Context: an optimization exercise on an open-source flow, tuned for small area, a short achievable clock period and few clock cycles per item. The choices shown serve that exercise and are no tape-out recipe.
In this exercise RTL edits were held to simulation tests only and were not proved equivalent to the original.
Power figures rest on the tool's default switching activity, not on a simulated workload.

<file path="constraint.sdc">
create_clock -name core_clock -period 7.0 [get_ports {clk}]
set_input_delay 1.4000 -clock core_clock [delete_from_list [all_inputs] [get_ports {clk}]]
set_output_delay 1.4000 -clock core_clock [all_outputs]
set_load 0.01 [all_outputs]
</file>
<file path="config.mk">
export PLATFORM = sky130hd
export DESIGN_NAME = mips_multicycle
export DESIGN_NICKNAME = mips_multicycle
export VERILOG_FILES = /design/flow/design.v
export SDC_FILE = /design/flow/constraint.sdc
export NUM_CORES = 4
export LEC_CHECK = 0
export CAP_MARGIN = 20
export CORE_MARGIN = 2
export CORE_UTILIZATION = 25
export PLACE_DENSITY = 0.35
export SETUP_SLACK_MARGIN = 3.5
export SLEW_MARGIN = 20
export TNS_END_PERCENT = 25
</file>
<file path="standard.sh">
#!/bin/bash
# synth_recipe.tcl (not shown) runs the flow's synth.tcl, then flattens the netlist and writes it again
# the make line also repeats each setting of config.mk as NAME=value (left out here)
make -C /OpenROAD-flow-scripts/flow DESIGN_CONFIG=/design/flow/config.mk WORK_HOME=/design/flow/orfs CLKGATE_MAP_FILE= SYNTH_SCRIPT=/design/flow/synth_recipe.tcl "${@:-finish}"
</file>
<file path="design.v">
module mips_multicycle #(
  parameter logic [31:0] RESET_PC = 32'h0000_0000,
  parameter int          ADDR_W   = 32
) (
  input  logic              clk,
  input  logic              reset,
  output logic              mem_req,
  output logic              mem_we,
  output logic [ADDR_W-1:0] mem_addr,
  output logic [31:0]       mem_wdata,
  input  logic [31:0]       mem_rdata,
  input  logic              mem_ready,
  output logic [31:0]       pc,
  output logic              retire,
  output logic              halted
);
  logic        req_r, we_r, halt_r, ret_r, clr_r;
  logic [31:2] fpc;                   
  logic [31:0] areg;                  
  logic [31:0] rf [1:31];
  logic        dv, d_fr;               
  logic [31:0] ir;
  logic [31:1] psa, psb;              
  logic        ev, e_br, e_lw, e_sw, e_wen, e_sub, e_fa, e_fb, e_fbi, e_fsd;
  logic        e_ssum, e_sand, e_sor, e_sslt, e_sb;
  logic [3:0]  e_l0, e_l1, e_r0, e_r1;
  logic        e_l2, e_r2;
  logic [4:0]  e_rd;
  logic [31:0] ea, eb, e_sd;           
  logic [31:2] e_npc;
  logic        wv, w_lw, w_sw, w_wen;
  logic [4:0]  w_rd;
  logic [31:0] w_res;
  logic [31:1] w_sel;                 
  logic port_d, adv, wdone;
  assign port_d    = wv & (w_lw | w_sw);
  assign mem_req   = req_r;
  assign mem_we    = we_r;
  assign mem_addr  = areg[ADDR_W-1:0];
  assign mem_wdata = w_res;
  assign adv       = req_r & ~port_d & mem_ready;
  assign wdone     = port_d & mem_ready;
  assign pc        = {fpc, 2'b00};
  assign retire    = ret_r;
  assign halted    = halt_r;
  logic [5:0]  d_op, d_fn;
  logic [4:0]  d_rs, d_rt, d_rd;
  logic        d_rtype, d_fnok, d_addi, d_lw, d_sw, d_beq, d_j, d_ill, d_wen, d_same;
  logic [31:2] d_tgt;
  assign d_op    = ir[31:26];
  assign d_fn    = ir[5:0];
  assign d_rs    = ir[25:21];
  assign d_rt    = ir[20:16];
  assign d_rtype = d_op == 6'h00;
  assign d_fnok  = d_fn == 6'h20 || d_fn == 6'h22 || d_fn == 6'h24 || d_fn == 6'h25 ||
                   d_fn == 6'h2a || d_fn == 6'h00 || d_fn == 6'h02;
  assign d_addi  = d_op == 6'h08;
  assign d_lw    = d_op == 6'h23;
  assign d_sw    = d_op == 6'h2b;
  assign d_beq   = d_op == 6'h04;
  assign d_j     = d_op == 6'h02;
  assign d_ill   = ~((d_rtype & d_fnok) | d_addi | d_lw | d_sw | d_beq | d_j);
  assign d_rd    = d_rtype ? ir[15:11] : d_rt;
  assign d_wen   = ((d_rtype & d_fnok) | d_addi | d_lw) & (d_rd != 5'd0);
  assign d_same  = d_beq & (d_rs == d_rt);
  assign d_tgt   = fpc + {{14{ir[15]}}, ir[15:0]};
  logic [31:0] rd_a, rd_b, alu_res, fwd_a, fwd_b;
  logic        fea, feb, fwa, fwb;
  always_comb begin
    rd_a = '0;
    rd_b = '0;
    for (int i = 1; i < 32; i++) begin
      rd_a = rd_a | (rf[i] & {32{psa[i]}});
      rd_b = rd_b | (rf[i] & {32{psb[i]}});
    end
  end
  assign fea  = ev & e_wen & (e_rd == d_rs);
  assign feb  = ev & e_wen & (e_rd == d_rt);
  assign fwa  = wv & w_wen & (w_rd == d_rs);
  assign fwb  = wv & w_wen & (w_rd == d_rt);
  assign fwd_a = fea ? alu_res : fwa ? w_res : rd_a;
  assign fwd_b = feb ? alu_res : fwb ? w_res : rd_b;
  logic        d_imm, d_inv;
  logic [31:0] eb_d;
  assign d_imm = d_addi | d_lw | d_sw;
  assign d_inv = d_rtype & (d_fn == 6'h22 || d_fn == 6'h2a);
  assign eb_d  = d_imm ? {{16{ir[15]}}, ir[15:0]} : (fwd_b ^ {32{d_inv}});
  logic [31:0] opb, sum, sh_l, sh_r, kg [6], kp [6];
  logic        slt, e_take, d_stop;
  assign opb   = eb;
  always_comb begin
    kg[0]    = ea & opb;
    kp[0]    = ea ^ opb;
    kg[0][0] = (ea[0] & opb[0]) | (e_sub & (ea[0] ^ opb[0]));
    for (int l = 0; l < 5; l++) begin
      for (int i = 0; i < 32; i++) begin
        if (i >= (1 << l)) begin
          kg[l+1][i] = kg[l][i] | (kp[l][i] & kg[l][i - (1 << l)]);
          kp[l+1][i] = kp[l][i] & kp[l][i - (1 << l)];
        end else begin
          kg[l+1][i] = kg[l][i];
          kp[l+1][i] = kp[l][i];
        end
      end
    end
  end
  assign sum = (ea ^ opb) ^ {kg[5][30:0], e_sub};
  assign slt   = ea[31] ^ eb[31] ^ kg[5][31];
  logic [31:0] l1, l2, r1, r2;
  assign l1   = ({32{e_l0[0]}} & eb) | ({32{e_l0[1]}} & (eb << 1)) |
                ({32{e_l0[2]}} & (eb << 2)) | ({32{e_l0[3]}} & (eb << 3));
  assign l2   = ({32{e_l1[0]}} & l1) | ({32{e_l1[1]}} & (l1 << 4)) |
                ({32{e_l1[2]}} & (l1 << 8)) | ({32{e_l1[3]}} & (l1 << 12));
  assign sh_l = e_l2 ? (l2 << 16) : l2;
  assign r1   = ({32{e_r0[0]}} & eb) | ({32{e_r0[1]}} & (eb >> 1)) |
                ({32{e_r0[2]}} & (eb >> 2)) | ({32{e_r0[3]}} & (eb >> 3));
  assign r2   = ({32{e_r1[0]}} & r1) | ({32{e_r1[1]}} & (r1 >> 4)) |
                ({32{e_r1[2]}} & (r1 >> 8)) | ({32{e_r1[3]}} & (r1 >> 12));
  assign sh_r = e_r2 ? (r2 >> 16) : r2;
  assign alu_res = ({32{e_ssum}} & sum) | ({32{e_sand}} & (ea & eb)) |
                   ({32{e_sor}} & (ea | eb)) | {31'd0, e_sslt & slt} |
                   sh_l | sh_r | ({32{e_sb}} & e_sd);
  assign e_take = ev & e_br & (ea == eb);
  assign d_stop = dv & d_ill;
  logic [31:2] fpc4, f_tgt;
  logic [31:6] hi_inc;
  logic [4:0]  lo5;
  logic        f_j, f_b;
  assign fpc4   = fpc + 30'd1;
  assign f_j    = mem_rdata[31:26] == 6'h02;
  assign f_b    = mem_rdata[31:26] == 6'h04 && mem_rdata[25:21] == mem_rdata[20:16] &&
                  mem_rdata[15:4] == 12'd0;
  assign hi_inc = fpc[31:6] + 26'd1;
  assign lo5    = {1'b0, fpc[5:2]} + {1'b0, mem_rdata[3:0]} + 5'd1;
  assign f_tgt  = {({26{lo5[4]}} & hi_inc) | ({26{~lo5[4]}} & fpc[31:6]), lo5[3:0]};
  logic [31:2] fpc_n;
  logic        halt_set;
  always_comb begin
    if (e_take) fpc_n = e_npc;
    else if (d_stop) fpc_n = fpc;
    else if (dv & d_same & ~d_fr) fpc_n = d_tgt;
    else if (f_j) fpc_n = {fpc4[31:28], mem_rdata[25:0]};
    else if (f_b) fpc_n = f_tgt;
    else fpc_n = fpc4;
  end
  assign halt_set = req_r & d_stop & ~ev & mem_ready;
  always_ff @(posedge clk or posedge reset) begin
    if (reset) begin
      req_r  <= 1'b0;
      clr_r  <= 1'b1;
      w_sel  <= '0;
      w_lw   <= 1'b0;
      w_res  <= '0;
      we_r   <= 1'b0;
      areg   <= RESET_PC;
      halt_r <= 1'b0;
      ret_r  <= 1'b0;
      fpc    <= RESET_PC[31:2];
      dv     <= 1'b0;
      ev     <= 1'b0;
      wv     <= 1'b0;
    end else begin
      req_r <= ~halt_r & ~halt_set;
      clr_r <= 1'b0;
      if (adv) begin
        w_lw  <= e_lw;
        w_res <= alu_res;
      end
      ret_r <= adv & ev;
      if (halt_set) begin
        halt_r <= 1'b1;
        wv     <= 1'b0;
      end
      if (halt_set | (~adv & wdone)) w_sel <= '0;
      else if (adv)
        for (int i = 1; i < 32; i++) w_sel[i] <= ev & e_wen & (e_rd == 5'(i));
      if (adv) begin
        fpc  <= fpc_n;
        areg <= (ev & (e_lw | e_sw)) ? sum : {fpc_n, 2'b00};
        we_r <= ev & e_sw;
        dv <= ~(e_take | (dv & d_same & ~d_fr));
        ev <= dv & ~e_take & ~d_stop;
        wv <= ev;
      end else if (wdone) begin
        wv   <= 1'b0;
        we_r <= 1'b0;
        areg <= {fpc, 2'b00};
      end
    end
  end
  logic        rf_we, rf_clr;
  logic [31:0] rf_wd;
  assign rf_clr = clr_r;
  assign rf_we  = wv & w_wen;
  assign rf_wd  = w_lw ? mem_rdata : w_res;
  for (genvar i = 1; i < 32; i++) begin : g_rf
    logic we_i;
    assign we_i = rf_clr | w_sel[i];
    always_ff @(posedge clk) rf[i] <= (rf_wd & {32{we_i}}) | (rf[i] & ~{32{we_i}});
  end
  always_ff @(posedge clk) begin
    if (adv) begin
      if (~d_stop) begin
        ir   <= mem_rdata;
        d_fr <= f_b;
        for (int i = 1; i < 32; i++) begin
          psa[i] <= mem_rdata[25:21] == 5'(i);
          psb[i] <= mem_rdata[20:16] == 5'(i);
        end
      end
      e_br   <= d_beq & ~d_same;
      e_lw   <= d_lw;
      e_sw   <= d_sw;
      e_wen  <= d_wen;
      e_sub  <= d_inv;
      e_ssum <= d_addi | (d_rtype & (d_fn == 6'h20 || d_fn == 6'h22));
      e_sand <= d_rtype & d_fn == 6'h24;
      e_sor  <= d_rtype & d_fn == 6'h25;
      e_sslt <= d_rtype & d_fn == 6'h2a;
      for (int i = 0; i < 4; i++) begin
        e_l0[i] <= d_rtype & d_fn == 6'h00 & ir[7:6] == 2'(i);
        e_l1[i] <= d_rtype & d_fn == 6'h00 & ir[9:8] == 2'(i);
        e_r0[i] <= d_rtype & d_fn == 6'h02 & ir[7:6] == 2'(i);
        e_r1[i] <= d_rtype & d_fn == 6'h02 & ir[9:8] == 2'(i);
      end
      e_l2   <= d_rtype & d_fn == 6'h00 & ir[10];
      e_r2   <= d_rtype & d_fn == 6'h02 & ir[10];
      e_sb   <= d_sw;
      e_rd   <= d_rd;
      e_npc  <= d_tgt;
      e_fa   <= ev & e_lw & e_wen & (e_rd == d_rs);
      e_fb   <= ev & e_lw & e_wen & (e_rd == d_rt) & ~d_imm;
      e_fbi  <= d_inv;
      e_fsd  <= ev & e_lw & e_wen & (e_rd == d_rt);
      ea     <= fwd_a;
      eb     <= eb_d;
      e_sd   <= fwd_b;
      w_sw   <= e_sw;
      w_wen  <= e_wen;
      w_rd   <= e_rd;
    end else if (wdone & w_lw) begin
      if (e_fa) ea <= mem_rdata;
      if (e_fb) eb <= mem_rdata ^ {32{e_fbi}};
      if (e_fsd) e_sd <= mem_rdata;
    end
  end
endmodule
</file>
<file path="flow/run.sh">
#!/bin/bash
# The standard layout (standard.sh: standard synthesis, then ORFS to finish), with one
# change: the buffers placed on the input and output ports are sky130 buf_4 cells instead of
# the clkdlybuf4s50_1 delay cells that buffer_ports picks by default.
# make's output goes to standard.log here; ORFS writes each step's log under orfs/logs/.
set -uo pipefail
export BUFFER_PORTS_ARGS="-buffer_cell sky130_fd_sc_hd__buf_4"
bash standard.sh > standard.log 2>&1
</file>
==> impl_metrics.py, run 1 <==
metrics = {
    "setup_path": {
        "crit_path_max_incr_delay_ns": 0.84,
        "crit_path_cell_trace": "buf_4 > buf_4 > a22o_1 > a221oi_1 > nand4_1 > nor3_1 > a21oi_1 > mux2i_1 > o21ai_0",
        "r2r-start": "psa[18]",
        "critPathRequiredTime_ns": 7.55,
        "cp.buffers_inverters": 2,
        "crit_start": "psa[18]",
        "crit_slowest_cell": "nor3_1",
        "r2r_cells": 9,
        "critPathMostFrequentCell": "buf_4",
        "cp.arrival_ns": 4.42,
        "critPathMaxFanout": 19,
        "crit_family": "compound AO/OA/AOI/OAI gates",
        "cp-start-kind": "flop",
        "path_class": "reg2reg",
        "end_kind": "flop",
        "path_depth": 9,
    },
    "routing": {
        "drtAntennaViolNets": 0,
        "vias": 60200,
        "wl_mm": 422,
        "drt-vias-per-instance": 6.28,
        "drtIter0Drc": 9946,
        "first_pass_iters": 10,
        "avgRoutedWirePerCell_um": 44.0,
        "drc": 0,
    },
    "layout": {
        "syn_to_final_growth_pct": 19.9,
        "nFillCells": 27800,
        "drive_gt1_frac": 0.176,
        "fin_nets": 5986,
    },
    "yosys": {
        "syn-cell-area_um2": 68400,
        "yosys.area.top_type": "edfxtp_1",
        "synth_area_leaders": "edfxtp_1 (55%), a22oi_1 (5.3%), dfrtp_1 (4.9%)",
        "yosysMostFrequentCell": "edfxtp_1",
        "ys_seq_elements": 1389,
        "seq_area_frac_synth": 0.600,
        "yosys_warnings": 4,
        "synthCells": 5608,
        "yosysUniqueCellTypes": 103,
        "synth_async_sr_flop_share": 0.0965,
        "synth_area_per_cell_um2": 12.2,
        "synth_top_area_share": 0.551,
        "netlist_top_cells_count": "edfxtp_1 (1255), a22oi_1 (483), nand2_1 (389), clkbuf_1 (370), a22o_1 (346)",
        "synth-main-ff-cell": "edfxtp_1",
        "synth-edff-count": 1255,
    },
    "worst_hold_path": {
        "min_path_type": "in2async",
    },
    "power_and_ir_drop": {
        "p_leak_uw": 0.0287,
        "ir_drop_mv": 0.301,
        "power_density_nw_per_um2": 396,
        "p_total_uw": 32400,
    },
    "floorplan": {
        "die_width_um": 527,
        "start_util": 0.251,
        "ioPinCount": 135,
        "die_y_um": 527,
        "core_um2": 273000,
        "die_area_um2": 278000,
        "rows": 192,
    },
    "clock_network": {
        "cts_tree": "built",
        "cts_buffers": 168,
        "htree_levels": 4,
        "clkLatencyLatePin_ns": 0.87,
        "clock-sinks": 1389,
        "clk_root_buffer_cell": "clkbuf_16",
        "clk_pin_slew_ns": 0.06,
        "cts_buffer_depth": 3,
    },
    "outcome": {
        "status": "complete, no violations",
    },
    "global_routing": {
        "grtUsageTotal": 0.293,
        "gr-total-overflow": 0,
        "grt_max_degree": 83,
        "antenna_found_initial": 33,
        "grt_pass1_wl_mm": 551,
        "grt_pass1_vias": 56700,
    },
    "timing": {
        "fmax_mhz": 259,
        "final.setup_skew_ns": 0.0518,
        "finalHoldViolations": 0,
        "tns_ns": 0,
        "fin_crit_ns": 3.87,
        "worst_pin_slew_ns": 1.25,
        "slew_headroom": 0.165,
        "setup_viol": 0,
        "rsz0062_at_grt": "yes",
        "period_share": 0.552,
        "drv_slew": 0,
    },
    "placed_design": {
        "gp_congestion": 0.907,
        "dp_hpwl_mm": 258,
        "port_buffers": 132,
    },
    "run": {
        "max_cap_violations": 0,
    },
}
through the flow:
stage	cells	cell area [um^2]	setup slack, ns	hold WS [ns]	util
floorplan	5610	68500	2.19	0.424	-
global placement	9115	74200	2.07	0.468	0.272
detailed placement	9116	74200	2.29	0.474	0.272
CTS	9565	81700	3.23	0.385	0.299
global route	9579	82000	3.22	0.419	0.300
finish	9587	82000	3.13	0.430	0.300
worst register-to-register path, stage by stage, from the launching register on:
cell and delay (ns):
edfxtp_1 0.37, buf_4 0.33, buf_4 0.45, a22o_1 0.31
a221oi_1 0.27, nand4_1 0.20, nor3_1 0.84, a21oi_1 0.39
mux2i_1 0.26, o21ai_0 0.16
where the power goes:
group	leakage, uW	internal, uW	switching (uW)
Sequential	0.0138	12700	2160
Combinational	0.0122	2810	5870
Clock	0.00265	4970	3920
metal layers:
layer	vias to the layer above	part of all wire	track usage	wire, um
met5	-	0.00028	0.00156	118
met4	10	0.064	0.157	27200
met3	1112	0.089	0.0593	37500
met2	4300	0.45	0.463	190000
met1	31500	0.40	0.375	167000
li1	23300	-	-	-
cells in the final DEF, fill, tap and decap left out, drive strengths merged, types with 13 or more instances in the layout:
master,n
nand4,159
and3,52
a211oi,43
o21ai,200
ha,99
a221oi,330
a21oi,190
nor4,22
o211ai,44
a31oi,29
edfxtp,1255
nand2b,22
o22ai,42
inv,110
o221ai,24
a22o,346
a21o,39
nor2,335
buf,523
or2,38
mux2,44
dfrtp,133
nand2,390
or3,24
clkbuf,215
a22oi,483
o31ai,19
nor3,87
nand3,92
xnor2,102
clkinv,74
o21a,26
xor2,53
a32oi,19
a211o,14
a222oi,72
mux2i,13
nor2b,24
and2,20
worst paths after layout:
kind / end / slack, ns
worst min-delay path: w_sel[6] / 0.43
worst min register to register: halt_r / 0.48
worst max register to register: ea[0] / 3.13
worst max-delay path: ea[0] / 3.13
max in group asynchronous: fpc[3] / 4.86
min in group core_clock: halt_r / 0.48
cell type report:
| cell class | instances | area [um^2] | area share |
|---|---|---|---|
| Sequential cell | 1389 | 41000 | 0.501 |
| Multi-Input combinational cell | 3660 | 26400 | 0.322 |
| Antenna cell | 9 | 22.5 | 0.000275 |
| Tap cell | 3589 | 4490 | 0.0548 |
| Clock buffer | 215 | 4470 | 0.0546 |
| Clock inverter | 96 | 971 | 0.0118 |
| Timing Repair Buffer | 523 | 4170 | 0.0508 |
| Inverter | 106 | 410 | 0.00501 |
timing repair:
item                       CTS  global route
setup endpoints to repair  237           168
hold buffers                 0             0
gates cloned                 0             1
pin swaps                   64            13
buffers inserted           138            11
gates resized for setup    197            32
cell families (layout without fill, tap and decap cells):
family | count (synthesis) | after routing | synth area share
compound gates | 2029 | 2029 | 0.227
xor+xnor | 155 | 155 | 0.0199
fa+ha+maj | 103 | 103 | 0.0193
buf+inv | 562 | 940 | 0.0316
flops | 1389 | 1389 | 0.600
mux | 57 | 57 | 0.00915
other cells | 1 | 12 | 0.0000548
simple gates | 1312 | 1313 | 0.0929
Testbench counts, summed over its fixed seeds: cycles 83,469, instrs 63,884.
==> run 2: changes to the inputs <==
--- a/config.mk
+++ b/config.mk
@@ -11,4 +11,4 @@
 export PLACE_DENSITY = 0.35
 export SETUP_SLACK_MARGIN = 3.5
 export SLEW_MARGIN = 20
-export TNS_END_PERCENT = 25
+export TNS_END_PERCENT = 5
==> impl_metrics.py, run 2 <==
metrics = {
    "floorplan": {
        "rows": 192,
        "die_y_um": 527,
        "die_width_um": 527,
        "start_util": 0.251,
        "die_area_um2": 278000,
        "core_um2": 273000,
        "ioPinCount": 135,
    },
    "run": {
        "max_cap_violations": 0,
    },
    "routing": {
        "drc": 0,
        "avgRoutedWirePerCell_um": 44.0,
        "drt-vias-per-instance": 6.28,
        "drtAntennaViolNets": 0,
        "vias": 60200,
        "drtIter0Drc": 10000,
        "wl_mm": 422,
        "first_pass_iters": 7,
    },
    "setup_path": {
        "end_kind": "flop",
        "path_class": "reg2reg",
        "cp.arrival_ns": 4.54,
        "cp-start-kind": "flop",
        "critPathRequiredTime_ns": 7.57,
        "critPathMaxFanout": 14,
    },
    "clock_network": {
        "clock-sinks": 1389,
        "cts_hold_buf": 0,
        "cts_tree": "built",
        "htree_levels": 4,
        "clk_pin_slew_ns": 0.06,
        "clk_root_buffer_cell": "clkbuf_16",
        "cts_buffer_depth": 3,
        "clkLatencyLatePin_ns": 0.87,
        "cts_buffers": 168,
    },
    "yosys": {
        "yosysMostFrequentCell": "edfxtp_1",
        "synthCells": 5608,
        "yosys_warnings": 4,
        "yosysUniqueCellTypes": 103,
        "seq_area_frac_synth": 0.600,
        "synth_area_leaders": "edfxtp_1 (55%), a22oi_1 (5.3%), dfrtp_1 (4.9%)",
        "synth_async_sr_flop_share": 0.0965,
        "synth-edff-count": 1255,
        "yosys.area.top_type": "edfxtp_1",
        "synth-main-ff-cell": "edfxtp_1",
        "synth_top_area_share": 0.551,
        "syn-cell-area_um2": 68400,
        "netlist_top_cells_count": "edfxtp_1 (1255), a22oi_1 (483), nand2_1 (389), clkbuf_1 (370), a22o_1 (346)",
        "ys_seq_elements": 1389,
        "synth_area_per_cell_um2": 12.2,
    },
    "timing": {
        "fin_crit_ns": 3.97,
        "drv_slew": 0,
        "finalHoldViolations": 0,
        "rsz0062_at_grt": "yes",
        "slew_headroom": 0.0849,
        "tns_ns": 0,
        "final.setup_skew_ns": 0.0509,
        "worst_pin_slew_ns": 1.36,
        "setup_viol": 0,
        "fmax_mhz": 252,
        "period_share": 0.567,
    },
    "power_and_ir_drop": {
        "ir_drop_mv": 0.299,
        "p_leak_uw": 0.0287,
        "p_sw_frac": 0.369,
        "clockPowerShare": 0.274,
        "p_total_uw": 32500,
        "power_density_nw_per_um2": 397,
        "switchingPower_uw": 12000,
        "seq_power_share": 0.458,
        "power.combinational.fraction": 0.269,
        "internal-power_uw": 20500,
    },
    "placed_design": {
        "dp_hpwl_mm": 258,
        "gp_congestion": 0.907,
        "port_buffers": 132,
    },
    "layout": {
        "final_cell_mix": "edfxtp_1 (1255), a22oi_1 (483), buf_4 (478)",
        "syn_to_final_growth_pct": 19.9,
        "nFillCells": 27700,
        "layout_commonest_cell": "edfxtp_1",
        "fin_nets": 5977,
        "drive_gt1_frac": 0.174,
    },
    "global_routing": {
        "gr-total-overflow": 0,
        "grtUsageTotal": 0.293,
        "grt_max_degree": 83,
        "grt_pass1_wl_mm": 551,
        "antenna_found_initial": 32,
        "grt_pass1_vias": 56500,
    },
    "worst_hold_path": {
        "min_path_type": "in2async",
    },
    "outcome": {
        "status": "complete, no violations",
    },
}
run 2: cell counts after synthesis:
No cell type changed its count.
run 2: final timing paths:
| check | cells past startpoint | startpoint | endpoint | slack, ns |
|---|---|---|---|---|
| max | 8 | psa[16] | ea[12] | 3.03 |
| min | 2 | reset | w_sel[6] | 0.44 |
| max reg2reg | 8 | psa[16] | ea[12] | 3.03 |
| min reg2reg | 1 | halt_r | halt_r | 0.48 |
| max in group asynchronous | 4 | reset | fpc[3] | 4.86 |
| min in group core_clock | 1 | halt_r | halt_r | 0.48 |
run 2: critical path, cell delays in order (launching register included):
cell	delay (ns)
edfxtp_1	0.74
buf_4	0.44
buf_4	0.34
a221oi_1	0.36
nand4_1	0.14
nor3_1	1.10
a21oi_1	0.19
a211oi_1	0.28
nor2_1	0.07
run 2: power groups by stage:
stage                     combinational [uW]  clock, uW  sequential [uW]
after floorplan                         4520          0            13900
after global placement                  8200          0            15000
final                                   8740       8900            14900
after CTS                               8370       9000            14800
after global routing                    9150       9290            15000
after detailed placement                8150          0            14900
run 2: routing by layer:
| metal | GRT usage | wire length, um |
|---|---|---|
| met1 | 0.374 | 167000 |
| met2 | 0.462 | 190000 |
| met3 | 0.0609 | 37600 |
| met4 | 0.158 | 26600 |
| met5 | 0.00156 | 103 |
run 2: final cells by class:
type	count	area [um^2]	area share
Timing Repair Buffer	514	4120	0.0502
Clock inverter	96	971	0.0118
Sequential cell	1389	41000	0.501
Multi-Input combinational cell	3660	26400	0.323
Tap cell	3589	4490	0.0548
Inverter	106	410	0.00501
Antenna cell	13	32.5	0.000397
Clock buffer	215	4470	0.0546
run 2: cell families (layout without fill, tap and decap cells):
group,count (synthesis),count (layout),share of synthesized area
DFF,1389,1389,0.600
AOI/OAI and AO/OA,2029,2029,0.227
xor gates and xnor gates,155,155,0.0199
other,1,16,0.0000548
muxes,57,57,0.00915
buffers and inverters,562,931,0.0316
and+or+nand+nor,1312,1313,0.0929
adders and majority gates,103,103,0.0193
run 2: metrics by stage:
stage	hold slack (ns)	worst slack (ns)	cells	util	instance area (um^2)
6_report	0.437	3.03	9582	0.300	82000
5_1_grt	0.419	3.04	9570	0.300	82000
4_1_cts	0.385	3.22	9535	0.297	81100
3_5_place_dp	0.474	2.29	9116	0.272	74200
3_3_place_gp	0.468	2.07	9115	0.272	74200
2_1_floorplan	0.424	2.19	5610	-	68500
run 2: timing repair:
action | CTS | global route
setup buffers | 108 | 32
resized for setup | 114 | 114
pin swaps | 44 | 41
cloned | 0 | 1
endpoints found under the setup margin | 237 | 232
==> run 3: changes to the inputs <==
--- a/config.mk
+++ b/config.mk
@@ -9,6 +9,6 @@
 export CORE_MARGIN = 2
 export CORE_UTILIZATION = 25
 export PLACE_DENSITY = 0.35
-export SETUP_SLACK_MARGIN = 3.5
+export SETUP_SLACK_MARGIN = 4
 export SLEW_MARGIN = 20
-export TNS_END_PERCENT = 5
+export TNS_END_PERCENT = 100
==> impl_metrics.py, run 3 <==
metrics = {
    "timing": {
        "slew_headroom": 0.199,
        "period_share": 0.537,
        "final.setup_skew_ns": 0.0386,
        "setup_viol": 0,
        "fin_crit_ns": 3.76,
        "finalHoldViolations": 0,
        "fmax_mhz": 266,
        "worst_slack_ns": 3.24,
        "rsz0062_at_grt": "yes",
        "tns_ns": 0,
        "worst_pin_slew_ns": 1.20,
        "drv_slew": 0,
    },
    "yosys": {
        "synth_area_per_cell_um2": 12.2,
        "seq_area_frac_synth": 0.600,
        "syn-cell-area_um2": 68400,
        "synth-main-ff-cell": "edfxtp_1",
        "yosys.area.top_type": "edfxtp_1",
        "synth-edff-count": 1255,
        "synthCells": 5608,
        "yosysUniqueCellTypes": 103,
        "synth_async_sr_flop_share": 0.0965,
        "synth_top_area_share": 0.551,
        "synth_area_leaders": "edfxtp_1 (55%), a22oi_1 (5.3%), dfrtp_1 (4.9%)",
        "netlist_top_cells_count": "edfxtp_1 (1255), a22oi_1 (483), nand2_1 (389), clkbuf_1 (370), a22o_1 (346)",
        "yosys_warnings": 4,
        "ys_seq_elements": 1389,
        "yosysMostFrequentCell": "edfxtp_1",
    },
    "setup_path": {
        "path_class": "reg2reg",
        "end_kind": "flop",
        "crit_slowest_cell": "or4_4",
        "reg2reg_slack_ns": 3.24,
        "critPathCapture": "eb[13]",
        "critPathMaxFanout": 4,
        "worst_r2r_endpoint": "eb[13]",
        "cp.buffers_inverters": 7,
        "cp-start-kind": "flop",
        "critPathRequiredTime_ns": 7.66,
        "crit_path_max_incr_delay_ns": 0.57,
        "r2r-start": "ea[6]",
        "crit_path_cell_trace": "inv_2 > ha_4 > nand3_4 > or4_4 > buf_6 > buf_6 > buf_6 > buf_6 > a31oi_4 > buf_6 > o21bai_4 > and2_4 > a211oi_4 > buf_12 > o21ai_4 > xnor2_1 > a211o_1 > o21ai_4",
        "critPathMostFrequentCell": "buf_6",
        "cp.arrival_ns": 4.42,
        "crit_family": "compound AO/OA/AOI/OAI gates",
        "crit_start": "ea[6]",
        "r2r_cells": 18,
        "path_depth": 18,
    },
    "floorplan": {
        "die_y_um": 527,
        "start_util": 0.251,
        "rows": 192,
        "ioPinCount": 135,
        "die_width_um": 527,
        "core_um2": 273000,
        "die_area_um2": 278000,
    },
    "layout": {
        "layout_commonest_cell": "edfxtp_1",
        "fin_nets": 6302,
        "drive_gt1_frac": 0.277,
        "layout.cells.non_filler": 9908,
        "syn_to_final_growth_pct": 29.6,
        "final_cell_mix": "edfxtp_1 (1255), buf_4 (607), a22oi_1 (474)",
        "finalInstanceArea_um2": 88600,
    },
    "clock_network": {
        "clock-sinks": 1389,
        "cts_buffers": 168,
        "htree_levels": 4,
        "cts_tree": "built",
        "clk_root_buffer_cell": "clkbuf_16",
        "clk_pin_slew_ns": 0.07,
        "clkLatencyLatePin_ns": 0.86,
        "cts_buffer_depth": 3,
    },
    "worst_hold_path": {
        "hold_start": "halt_r",
        "min_path_type": "reg2reg",
    },
    "routing": {
        "drtIter0Drc": 10200,
        "avgRoutedWirePerCell_um": 44.3,
        "drc": 0,
        "vias": 62300,
        "wl_mm": 439,
        "drtAntennaViolNets": 0,
        "first_pass_iters": 9,
        "drt-vias-per-instance": 6.29,
    },
    "power_and_ir_drop": {
        "ir_drop_mv": 0.286,
        "p_total_uw": 34700,
        "p_leak_uw": 0.0313,
        "power_density_nw_per_um2": 392,
    },
    "outcome": {
        "status": "complete, no violations",
    },
    "placed_design": {
        "dp_hpwl_mm": 262,
        "pre_cts_ws_ns": 2.26,
        "gp_congestion": 0.920,
        "placedCellCount": 9123,
        "port_buffers": 132,
        "placed_cell_area_um2": 74600,
    },
    "global_routing": {
        "use_met1": 0.392,
        "gr-total-overflow": 0,
        "grt_pass1_wl_mm": 572,
        "grtUsageMet2": 0.467,
        "grt_pass1_vias": 58900,
        "grt_busiest_layer": "met2",
        "antenna_found_initial": 34,
        "grtUsageTotal": 0.304,
        "grt.met3_usage": 0.0700,
        "grt_max_degree": 103,
    },
    "run": {
        "max_cap_violations": 0,
    },
}
-- run 3: cell types whose count changed in the layout (fill, tap and decap cells not counted), moves of 34 or more --
cell and delta:
a21oi_1 -41, dfrtp_2 +46, buf_4 +129, buf_6 +133
dfrtp_1 -53, nand2_1 -34, o21ai_0 -67
-- run 3: worst reg2reg max path, delay by kind of cell (launching register included) --
family / cells / cell delay (ns)
AND/OR/NAND/NOR: 3 / 0.82
buffers and inverters: 7 / 0.82
flip-flops: 1 / 0.50
XOR/XNOR: 1 / 0.14
adder cells (fa/ha/maj): 1 / 0.31
AO/OA/AOI/OAI: 6 / 1.00
-- run 3: cell families after synthesis --
| group | synth area share |
|---|---|
| compound gates | 0.227 |
| other cells | 0.0000548 |
| simple gates | 0.0929 |
| fa+ha+maj | 0.0193 |
| flops | 0.600 |
| mux | 0.00915 |
| xor+xnor | 0.0199 |
| buf+inv | 0.0316 |
-- run 3: metal layers --
layer  share of wire  vias up  wire (um)
met5         0.00036        -        158
met1            0.40    32600     174000
met3           0.095     1157      41900
met4           0.068       14      29800
met2            0.44     4580     194000
li1                -    24000          -
-- run 3: worst min-delay path by stage --
stage	end	slack, ns	cells past startpoint
floorplan	w_sw	0.42	0
global placement	halt_r	0.47	1
detailed placement	areg[31]	0.49	2
CTS	areg[31]	0.50	2
global route	halt_r	0.52	1
finish	halt_r	0.49	1
-- run 3: where the power goes --
group	internal [uW]	switching, uW
combinational	3920	6940
sequential	12700	2000
clock	5270	3870
total	21900	12800
-- run 3: metrics by stage --
| step | util | hold WS, ns |
|---|---|---|
| after CTS | 0.315 | 0.499 |
| final | 0.325 | 0.489 |
| after floorplan | - | 0.424 |
| after detailed placement | 0.273 | 0.487 |
| after global placement | 0.273 | 0.475 |
| after global routing | 0.325 | 0.520 |
-- run 3: area by class of cell --
cell class	count	area [um^2]
antenna	14	35.0
clock buffer	224	4540
clock inverter	87	1040
fill	27300	184000
inverter	106	435
multi-input combinational	3660	29000
sequential	1389	41100
tap	3589	4490
timing repair buffer	839	7950
-- run 3: what timing repair did --
action | 4_1_cts | 5_1_grt
hold buffers | 0 | 0
gates cloned | 13 | 6
pin swaps | 195 | 212
resized for setup | 668 | 303
setup buffers | 319 | 122
setup endpoints to repair | 468 | 285
==> run 4: changes to the inputs <==
--- a/config.mk
+++ b/config.mk
@@ -8,6 +8,8 @@
 export CAP_MARGIN = 20
 export CORE_MARGIN = 2
 export CORE_UTILIZATION = 25
+export CTS_CLUSTER_DIAMETER = 80
+export CTS_CLUSTER_SIZE = 20
 export PLACE_DENSITY = 0.35
 export SETUP_SLACK_MARGIN = 4
 export SLEW_MARGIN = 20
==> impl_metrics.py, run 4 <==
metrics = {
    "outcome": {
        "status": "complete, no violations",
    },
    "layout": {
        "syn_to_final_growth_pct": 26.4,
        "layout_commonest_cell": "edfxtp_1",
        "fin_nets": 6208,
        "final_cell_mix": "edfxtp_1 (1255), buf_4 (584), a22oi_1 (474)",
        "drive_gt1_frac": 0.270,
        "postLayoutCoreUtil": 0.317,
    },
    "clock_network": {
        "htree_levels": 3,
        "clkLatencyLatePin_ns": 0.83,
        "cts_tree": "built",
        "clk_root_buffer_cell": "clkbuf_16",
        "clock-sinks": 1389,
        "cts_buffers": 114,
        "cts_hold_buf": 0,
        "clk_pin_slew_ns": 0.07,
        "cts_buffer_depth": 3,
    },
    "yosys": {
        "netlist_top_cells_count": "edfxtp_1 (1255), a22oi_1 (483), nand2_1 (389), clkbuf_1 (370), a22o_1 (346)",
        "seq_area_frac_synth": 0.600,
        "synth_async_sr_flop_share": 0.0965,
        "yosysUniqueCellTypes": 103,
        "yosys_warnings": 4,
        "synth-main-ff-cell": "edfxtp_1",
        "synth_area_leaders": "edfxtp_1 (55%), a22oi_1 (5.3%), dfrtp_1 (4.9%)",
        "syn-cell-area_um2": 68400,
        "yosysMostFrequentCell": "edfxtp_1",
        "synth-edff-count": 1255,
        "ys_seq_elements": 1389,
        "synth_area_per_cell_um2": 12.2,
        "yosys.area.top_type": "edfxtp_1",
        "synthCells": 5608,
        "synth_top_area_share": 0.551,
    },
    "setup_path": {
        "crit_slowest_cell": "or4_4",
        "critPathMostFrequentCell": "buf_6",
        "cp.arrival_ns": 4.35,
        "end_kind": "flop",
        "critPathMaxFanout": 4,
        "crit_path_cell_trace": "inv_2 > ha_4 > nand3_4 > or4_4 > buf_6 > buf_6 > buf_6 > buf_6 > a31oi_4 > buf_6 > o21bai_4 > and2_4 > a211oi_4 > buf_12 > o21ai_4 > xnor2_1 > a211o_1 > o21ai_4",
        "path_class": "reg2reg",
        "crit_path_max_incr_delay_ns": 0.57,
        "critPathRequiredTime_ns": 7.63,
        "cp-start-kind": "flop",
    },
    "routing": {
        "wl_mm": 436,
        "first_pass_iters": 8,
        "drc": 0,
        "drt-vias-per-instance": 6.31,
        "drtAntennaViolNets": 0,
        "vias": 61700,
        "avgRoutedWirePerCell_um": 44.7,
        "drtIter0Drc": 10500,
    },
    "timing": {
        "period_share": 0.533,
        "setup_viol": 0,
        "final.setup_skew_ns": 0.0499,
        "finalHoldViolations": 0,
        "rsz0062_at_grt": "yes",
        "tns_ns": 0,
        "fin_crit_ns": 3.73,
        "worst_pin_slew_ns": 1.20,
        "fmax_mhz": 268,
        "drv_slew": 0,
        "slew_headroom": 0.200,
        "whs_ns": 0.495,
    },
    "floorplan": {
        "start_util": 0.251,
        "rows": 192,
        "core_um2": 273000,
        "die_width_um": 527,
        "die_area_um2": 278000,
        "ioPinCount": 135,
        "die_y_um": 527,
    },
    "worst_hold_path": {
        "min_path_type": "reg2reg",
    },
    "placed_design": {
        "gp_congestion": 0.920,
        "dp_hpwl_mm": 262,
        "port_buffers": 132,
    },
    "global_routing": {
        "grtUsageTotal": 0.301,
        "gr-total-overflow": 0,
        "grt_pass1_vias": 58200,
        "antenna_found_initial": 37,
        "grt_pass1_wl_mm": 567,
        "grt_max_degree": 103,
    },
    "power_and_ir_drop": {
        "power_density_nw_per_um2": 376,
        "p_leak_uw": 0.0303,
        "ir_drop_mv": 0.225,
    },
    "run": {
        "max_cap_violations": 0,
    },
}
run 4: cell count changes in the layout (fill, tap and decap cells not counted), moves of 7 or more:
| cell | previous run | this run |
|---|---|---|
| buf_12 | 45 | 38 |
| buf_4 | 607 | 584 |
| bufinv_16 | 19 | 11 |
| clkbuf_1 | 46 | 6 |
| clkbuf_16 | 175 | 119 |
| clkbuf_8 | 8 | 1 |
| clkinv_1 | 25 | 6 |
| clkinv_2 | 25 | 8 |
| clkinv_4 | 2 | 11 |
| ha_2 | 15 | 22 |
| inv_6 | 3 | 23 |
| inv_8 | 0 | 8 |
| nand2_1 | 354 | 362 |
run 4: per-stage QoR:
stage	setup WS, ns	cells	total power, uW	instance area [um^2]
floorplan	3.10	5610	18500	68900
global route	3.23	9757	33400	86400
global placement	1.94	9121	23500	74600
CTS	3.29	9632	31800	83900
finish	3.27	9764	32500	86400
detailed placement	2.26	9123	23300	74600
run 4: cells by family after synthesis:
group	count (synthesis)	share of synthesized area
DFF	1389	0.600
muxes	57	0.00915
AOI/OAI and AO/OA	2029	0.227
and+or+nand+nor	1312	0.0929
buffers and inverters	562	0.0316
other	1	0.0000548
xor gates and xnor gates	155	0.0199
adders and majority gates	103	0.0193
run 4: worst paths after layout:
kind	cells after the start	slack (ns)	endpoint	startpoint
max	18	3.27	eb[13]	ea[6]
min	1	0.50	halt_r	halt_r
max reg2reg	18	3.27	eb[13]	ea[6]
min reg2reg	1	0.50	halt_r	halt_r
max in group asynchronous	3	4.93	w_res[3]	reset
min in group asynchronous	2	0.73	w_sel[17]	reset
run 4: layer usage:
layer,share of wire,vias to the layer above,global-route usage
li1,-,23700,-
met1,0.40,32400,0.389
met2,0.44,4390,0.467
met3,0.093,1112,0.0665
met4,0.065,14,0.164
met5,0.00027,-,0.00139
run 4: area by class of cell:
cell class	instances	area [um^2]
tap	3589	4490
antenna	9	22.5
clock buffer	123	2940
sequential	1389	41100
clock inverter	89	1110
multi-input combinational	3660	28900
timing repair buffer	799	7410
inverter	106	445
fill	27500	186000
run 4: power by group:
group          total [uW]  switching [uW]  internal, uW  leakage [uW]
sequential          14800            2060         12700        0.0137
clock                7390            3790          3600       0.00196
combinational       10400            6730          3630        0.0146
total               32500           12600         19900        0.0303
run 4: repair_timing:
action,CTS,global route
endpoints found under the setup margin,463,263
gates cloned,8,3
buffers inserted,289,120
pin swaps,169,198
endpoints found under the hold margin,0,0
gates resized for setup,605,333
run 4: worst max-delay path, delay by kind of cell (launching register included):
kind,cells,cell delay [ns]
AO/OA/AOI/OAI,6,0.98
flip-flops,1,0.48
adder cells (fa/ha/maj),1,0.30
AND/OR/NAND/NOR,3,0.82
XOR/XNOR,1,0.14
buffers and inverters,7,0.81

==> port drivers added, routing unchanged <==
The results above use ideal ports. As a check the final layouts listed here were re-extracted and re-timed, cells and wires unchanged.
Step 1 (the two cells are an assumption about what drives the block):
set clk [get_ports {clk}]
set_driving_cell -lib_cell sky130_fd_sc_hd__clkbuf_16 $clk
set_driving_cell -lib_cell sky130_fd_sc_hd__buf_2 [delete_from_list [all_inputs] $clk]
Step 2 adds t to the input delays and takes it off the output delays; t is the mean of the earliest and latest rising clock arrival at the registers after step 1. Input paths then give back, and output paths get back, about the clock's delay inside the block.
Three values: ideal, step 1, step 2; two values: the first two.
run	shift t [ns]	slack for setup (ns)	worst setup path after step 2	clock arrival spread, ns
run 1	0.950	3.133 / 3.133 / 2.582	input to register	0.053 / 0.052
run 2	0.950	3.033 / 3.033 / 2.587	input to register	0.052 / 0.051
run 3	0.941	3.239 / 3.239 / 2.755	input to register	0.039 / 0.039
run 4	0.897	3.272 / 3.272 / 2.738	input to register	0.052 / 0.053
After both steps every run listed still meets setup and hold. For run 1, which loses most, drivers alone change the setup slack by 0.000 ns; drivers and shift together by -0.551 ns.
